Source: an optimization exercise on an open RTL-to-GDS flow (aim: small area and few clock cycles per item). Production flows keep margins and buffers that such runs may drop. RTL that was checked went through simulation tests only; none was proved equivalent to the original.

==> v30 <==
// heading_yaw_slew_limiter
module heading_yaw_slew_limiter (
    input  logic                               clk,
    input  logic                               rst_n,
    input  logic                               cfg_we,
    input  logic [hysl_pkg::CFG_IDX_W-1:0]     cfg_index,
    input  logic [hysl_pkg::CFG_DATA_W-1:0]    cfg_data,
    input  logic                               point_valid,
    output logic                               point_ready,
    input  logic signed [31:0]                 point_pos_x,
    input  logic signed [31:0]                 point_pos_y,
    input  logic signed [15:0]                 point_vel_x,
    input  logic signed [15:0]                 point_vel_y,
    output logic                               cmd_valid,
    input  logic                               cmd_ready,
    output logic signed [31:0]                 cmd_x,
    output logic signed [31:0]                 cmd_y,
    output logic        [30:0]                 cmd_z,
    output logic signed [15:0]                 cmd_yaw,
    output logic signed [15:0]                 cmd_yaw_rate
);
    logic [30:0] hover_height_reg;
    logic [14:0] yaw_step_max_reg;
    logic [14:0] yaw_rate_max_reg;
    logic [15:0] inv_tick_reg;
    logic [31:0] speed_sq_min_reg;
    logic        en;
    logic        fr_valid;
    logic [31:0] fr_pos_x;
    logic [31:0] fr_pos_y;
    logic        fr_slow;
    logic [15:0] fr_aim;
    always_ff @(posedge clk or negedge rst_n)
    begin
        if (!rst_n)
        begin
            hover_height_reg <= 31'd52429;
            yaw_step_max_reg <= 15'd257;
            yaw_rate_max_reg <= 15'd3217;
  ...
clock: 14.0 ns
lec_check: 0
abc_area: 1
cap_margin: 20
core_margin: 2
core_utilization: 50
cts_cluster_diameter: 60
cts_cluster_size: 30
slew_margin: 20
run.sh (not shown) runs the stock make flow with config.mk's settings and CLKGATE_MAP_FILE= SYNTH_SCRIPT=/design/flow/synth_recipe.tcl, a recipe that flattens the netlist after the stock synthesis.
==> inputs of v8, as changes to v30 <==
--- a/flow/design.v
+++ b/flow/design.v
@@ -698,22 +698,36 @@
     logic [13:0] u_13;
     logic d14;
     logic [12:0] xs_14;
     logic [12:0] u_14;
     logic d15;
     logic [15:0] e_tab;
-    logic [15:0] e9;
-    logic [15:0] e9m;
-    logic [15:0] e9p;
-    logic [16:0] dhi;
-    logic [16:0] dlo;
-    logic [6:0] g;
+    logic zt_1;
+    logic zt_2;
+    logic zt_3;
+    logic zt_4;
+    logic zt_5;
+    logic zt_6;
+    logic zt_7;
+    logic zt_8;
+    logic zt_9;
+    logic zt_10;
+    logic zt_11;
+    logic zt_12;
+    logic zt_13;
+    logic zt_14;
+    logic zt_15;
+    logic zt_16;
+    logic zt_17;
+    logic zt_18;
+    logic [15:0] z_a;
+    logic [15:0] z_b;
+    logic [15:0] z_s;
+    logic [15:0] aim_0;
     logic z_hi;
     logic z_lo;
-    logic [15:0] zbase;
-    logic [15:0] aim_0;
     logic [15:0] aim_rz;
     logic [31:0] px_rz;
     logic [31:0] py_rz;
     logic sl_rz;
     logic vl_rz;
     assign sx = point_vel_x[15];
@@ -1331,22 +1345,36 @@
             6'd61: e_tab = 16'hc74b;
             6'd62: e_tab = 16'hcb43;
             6'd63: e_tab = 16'hcf41;
             default: e_tab = 16'h0000;
         endcase
     end
-    hysl_add #(16) u_e9 (.a(e_tab), .b({6'd0, d06_r11, d07_r11, d08_r11, d09_r11, 6'd0}), .ci(1'b0), .y(e9));
-    assign e9m = e9 - 16'd51472;
-    assign e9p = e9 + 16'd51472;
-    assign dhi = 17'sd25737 - {e9[15], e9};
-    assign dlo = -17'sd25736 - {e9[15], e9};
-    assign g = {1'b0, d10_r11, d11_r11, d12, d13, d14, 1'b0} + {5'd0, d15, 1'b0};
-    assign z_hi = $signed(dhi) <= 17'sd0 || ($signed(dhi) <= 17'sd64 && g >= dhi[6:0]);
-    assign z_lo = $signed(dlo) >= 17'sd64 || ($signed(dlo) >= 17'sd0 && g <= dlo[6:0]);
-    assign zbase = z_hi ? e9m : (z_lo ? e9p : e9);
-    hysl_add #(16) u_z (.a(zbase), .b({9'd0, g}), .ci(1'b0), .y(aim_0));
+    assign zt_1 = e_tab[1] ^ d14 ^ d15;
+    assign zt_2 = (e_tab[1] & d14) | (e_tab[1] & d15) | (d14 & d15);
+    assign zt_3 = e_tab[2] ^ d13;
+    assign zt_4 = e_tab[2] & d13;
+    assign zt_5 = e_tab[3] ^ d12;
+    assign zt_6 = e_tab[3] & d12;
+    assign zt_7 = e_tab[4] ^ d11_r11;
+    assign zt_8 = e_tab[4] & d11_r11;
+    assign zt_9 = e_tab[5] ^ d10_r11;
+    assign zt_10 = e_tab[5] & d10_r11;
+    assign zt_11 = e_tab[6] ^ d09_r11;
+    assign zt_12 = e_tab[6] & d09_r11;
+    assign zt_13 = e_tab[7] ^ d08_r11;
+    assign zt_14 = e_tab[7] & d08_r11;
+    assign zt_15 = e_tab[8] ^ d07_r11;
+    assign zt_16 = e_tab[8] & d07_r11;
+    assign zt_17 = e_tab[9] ^ d06_r11;
+    assign zt_18 = e_tab[9] & d06_r11;
+    assign z_a = {e_tab[15], e_tab[14], e_tab[13], e_tab[12], e_tab[11], e_tab[10], zt_17, zt_15, zt_13, zt_11, zt_9, zt_7, zt_5, zt_3, zt_1, e_tab[0]};
+    assign z_b = {1'b0, 1'b0, 1'b0, 1'b0, 1'b0, zt_18, zt_16, zt_14, zt_12, zt_10, zt_8, zt_6, zt_4, zt_2, 1'b0, 1'b0};
+    hysl_add #(16) u_z (.a(z_a), .b(z_b), .ci(1'b0), .y(z_s));
+    assign z_hi = $signed(z_s) > 16'sd25736;
+    assign z_lo = $signed(z_s) <= -16'sd25736;
+    assign aim_0 = z_hi ? z_s - 16'd51472 : (z_lo ? z_s + 16'd51472 : z_s);
     always_ff @(posedge clk or negedge rst_n)
     begin
         if (!rst_n)
         begin
             vl_r3 <= 1'b0;
             vl_r7 <= 1'b0;
CORE_UTILIZATION = 40   (was 50)
CTS_CLUSTER_DIAMETER = default   (was 60)
CTS_CLUSTER_SIZE = default   (was 30)
==> inputs of v4, as changes to v30 <==
--- a/flow/design.v
+++ b/flow/design.v
@@ -698,22 +698,36 @@
     logic [13:0] u_13;
     logic d14;
     logic [12:0] xs_14;
     logic [12:0] u_14;
     logic d15;
     logic [15:0] e_tab;
-    logic [15:0] e9;
-    logic [15:0] e9m;
-    logic [15:0] e9p;
-    logic [16:0] dhi;
-    logic [16:0] dlo;
-    logic [6:0] g;
+    logic zt_1;
+    logic zt_2;
+    logic zt_3;
+    logic zt_4;
+    logic zt_5;
+    logic zt_6;
+    logic zt_7;
+    logic zt_8;
+    logic zt_9;
+    logic zt_10;
+    logic zt_11;
+    logic zt_12;
+    logic zt_13;
+    logic zt_14;
+    logic zt_15;
+    logic zt_16;
+    logic zt_17;
+    logic zt_18;
+    logic [15:0] z_a;
+    logic [15:0] z_b;
+    logic [15:0] z_s;
+    logic [15:0] aim_0;
     logic z_hi;
     logic z_lo;
-    logic [15:0] zbase;
-    logic [15:0] aim_0;
     logic [15:0] aim_rz;
     logic [31:0] px_rz;
     logic [31:0] py_rz;
     logic sl_rz;
     logic vl_rz;
     assign sx = point_vel_x[15];
@@ -1331,22 +1345,36 @@
             6'd61: e_tab = 16'hc74b;
             6'd62: e_tab = 16'hcb43;
             6'd63: e_tab = 16'hcf41;
             default: e_tab = 16'h0000;
         endcase
     end
-    hysl_add #(16) u_e9 (.a(e_tab), .b({6'd0, d06_r11, d07_r11, d08_r11, d09_r11, 6'd0}), .ci(1'b0), .y(e9));
-    assign e9m = e9 - 16'd51472;
-    assign e9p = e9 + 16'd51472;
-    assign dhi = 17'sd25737 - {e9[15], e9};
-    assign dlo = -17'sd25736 - {e9[15], e9};
-    assign g = {1'b0, d10_r11, d11_r11, d12, d13, d14, 1'b0} + {5'd0, d15, 1'b0};
-    assign z_hi = $signed(dhi) <= 17'sd0 || ($signed(dhi) <= 17'sd64 && g >= dhi[6:0]);
-    assign z_lo = $signed(dlo) >= 17'sd64 || ($signed(dlo) >= 17'sd0 && g <= dlo[6:0]);
-    assign zbase = z_hi ? e9m : (z_lo ? e9p : e9);
-    hysl_add #(16) u_z (.a(zbase), .b({9'd0, g}), .ci(1'b0), .y(aim_0));
+    assign zt_1 = e_tab[1] ^ d14 ^ d15;
+    assign zt_2 = (e_tab[1] & d14) | (e_tab[1] & d15) | (d14 & d15);
+    assign zt_3 = e_tab[2] ^ d13;
+    assign zt_4 = e_tab[2] & d13;
+    assign zt_5 = e_tab[3] ^ d12;
+    assign zt_6 = e_tab[3] & d12;
+    assign zt_7 = e_tab[4] ^ d11_r11;
+    assign zt_8 = e_tab[4] & d11_r11;
+    assign zt_9 = e_tab[5] ^ d10_r11;
+    assign zt_10 = e_tab[5] & d10_r11;
+    assign zt_11 = e_tab[6] ^ d09_r11;
+    assign zt_12 = e_tab[6] & d09_r11;
+    assign zt_13 = e_tab[7] ^ d08_r11;
+    assign zt_14 = e_tab[7] & d08_r11;
+    assign zt_15 = e_tab[8] ^ d07_r11;
+    assign zt_16 = e_tab[8] & d07_r11;
+    assign zt_17 = e_tab[9] ^ d06_r11;
+    assign zt_18 = e_tab[9] & d06_r11;
+    assign z_a = {e_tab[15], e_tab[14], e_tab[13], e_tab[12], e_tab[11], e_tab[10], zt_17, zt_15, zt_13, zt_11, zt_9, zt_7, zt_5, zt_3, zt_1, e_tab[0]};
+    assign z_b = {1'b0, 1'b0, 1'b0, 1'b0, 1'b0, zt_18, zt_16, zt_14, zt_12, zt_10, zt_8, zt_6, zt_4, zt_2, 1'b0, 1'b0};
+    hysl_add #(16) u_z (.a(z_a), .b(z_b), .ci(1'b0), .y(z_s));
+    assign z_hi = $signed(z_s) > 16'sd25736;
+    assign z_lo = $signed(z_s) <= -16'sd25736;
+    assign aim_0 = z_hi ? z_s - 16'd51472 : (z_lo ? z_s + 16'd51472 : z_s);
     always_ff @(posedge clk or negedge rst_n)
     begin
         if (!rst_n)
         begin
             vl_r3 <= 1'b0;
             vl_r7 <= 1'b0;
==> flow/flow/run.sh (new file) <==
#!/bin/bash
# Own layout flow: the standard synthesis and layout, unchanged except
# that the port buffers (every input and output port still gets one, as the
# standard flow does) use the buffer cell named in port_buffer. The layout's
# output goes to a log file in this folder.
set -euo pipefail
WORK=$(pwd)
export BUFFER_PORTS_ARGS="-buffer_cell $(cat $WORK/flow/port_buffer)"
bash standard.sh > $WORK/flow_layout.log 2>&1
==> flow/flow/port_buffer (new file) <==
sky130_fd_sc_hd__buf_1
==> flow/standard.sh (new file) <==
#!/bin/bash
# synth_recipe.tcl (not shown) runs the flow's synth.tcl, then flattens the netlist and writes it again
# the make line also repeats each setting of config.mk as NAME=value (left out here)
make -C /OpenROAD-flow-scripts/flow DESIGN_CONFIG=/design/flow/config.mk WORK_HOME=/design/flow/orfs CLKGATE_MAP_FILE= SYNTH_SCRIPT=/design/flow/synth_recipe.tcl "${@:-finish}"
CAP_MARGIN = 10   (was 20)
CORE_UTILIZATION = 55   (was 50)
CTS_CLUSTER_DIAMETER = default   (was 60)
CTS_CLUSTER_SIZE = default   (was 30)
SLEW_MARGIN = 10   (was 20)
removed: flow/run.sh
==> impl_results.md <==
* Minimum clock period after layout at 13.32 ns
* Cells after Synth at 7123
* Outcome: timing/DRC/antenna clean
* Clock buffers at 89
That was v8.
==> impl_results.md <==
* Outcome: timing/DRC/antenna clean
* Count of instances resized after the clock tree is built at 3
* Critical Path Fanout Max at 16
* Minimum clock period after layout at 13.34 ns
* Cells after Synth at 7186
That was v30.
==> impl_results.md <==
* Clock buffers at 84
* Cells after Synth at 7123
* Minimum clock period after layout at 13.30 ns
* Outcome: timing/DRC/antenna clean
That was v4.
Testbench counts of v8, summed over its fixed seeds: cycles 12,032, items 12,000.
Testbench counts of v4, summed over its fixed seeds: cycles 12,032, items 12,000.
The RTL of v30 was laid out without a check of its function.

-- afterwards: timing with drivers on the ports --
The flow's constraints put no driver on any port. The routed layouts listed below were extracted and timed again, unchanged, in two steps.
Step 1 assumes that a clkbuf_16 drives the clock port and a buf_2 every other input.
Step 2 times the ports against the registers' clock, not the clock port: input delays grow and output delays shrink by t, the midpoint of the rising clock arrivals with the driver on.
a / b / c = no drivers / after step 1 / after step 2; a / b = the first two.
run | t, ns | setup WS [ns] | hold slack, ns | pins driven straight from the clock port
v30 | 0.741 | 0.663 / 0.586 / 0.828 | 0.404 / 0.404 / 0.404 | 1
v8 | 0.737 | 0.679 / 0.601 / 0.642 | 0.414 / 0.414 / 0.414 | 1
v4 | 0.706 | 0.699 / 0.625 / 0.885 | 0.416 / 0.416 / 0.416 | 1
After both steps every run listed still meets setup and hold. For v8, which loses most, drivers alone change the setup slack by -0.078 ns; drivers and shift together by -0.037 ns.
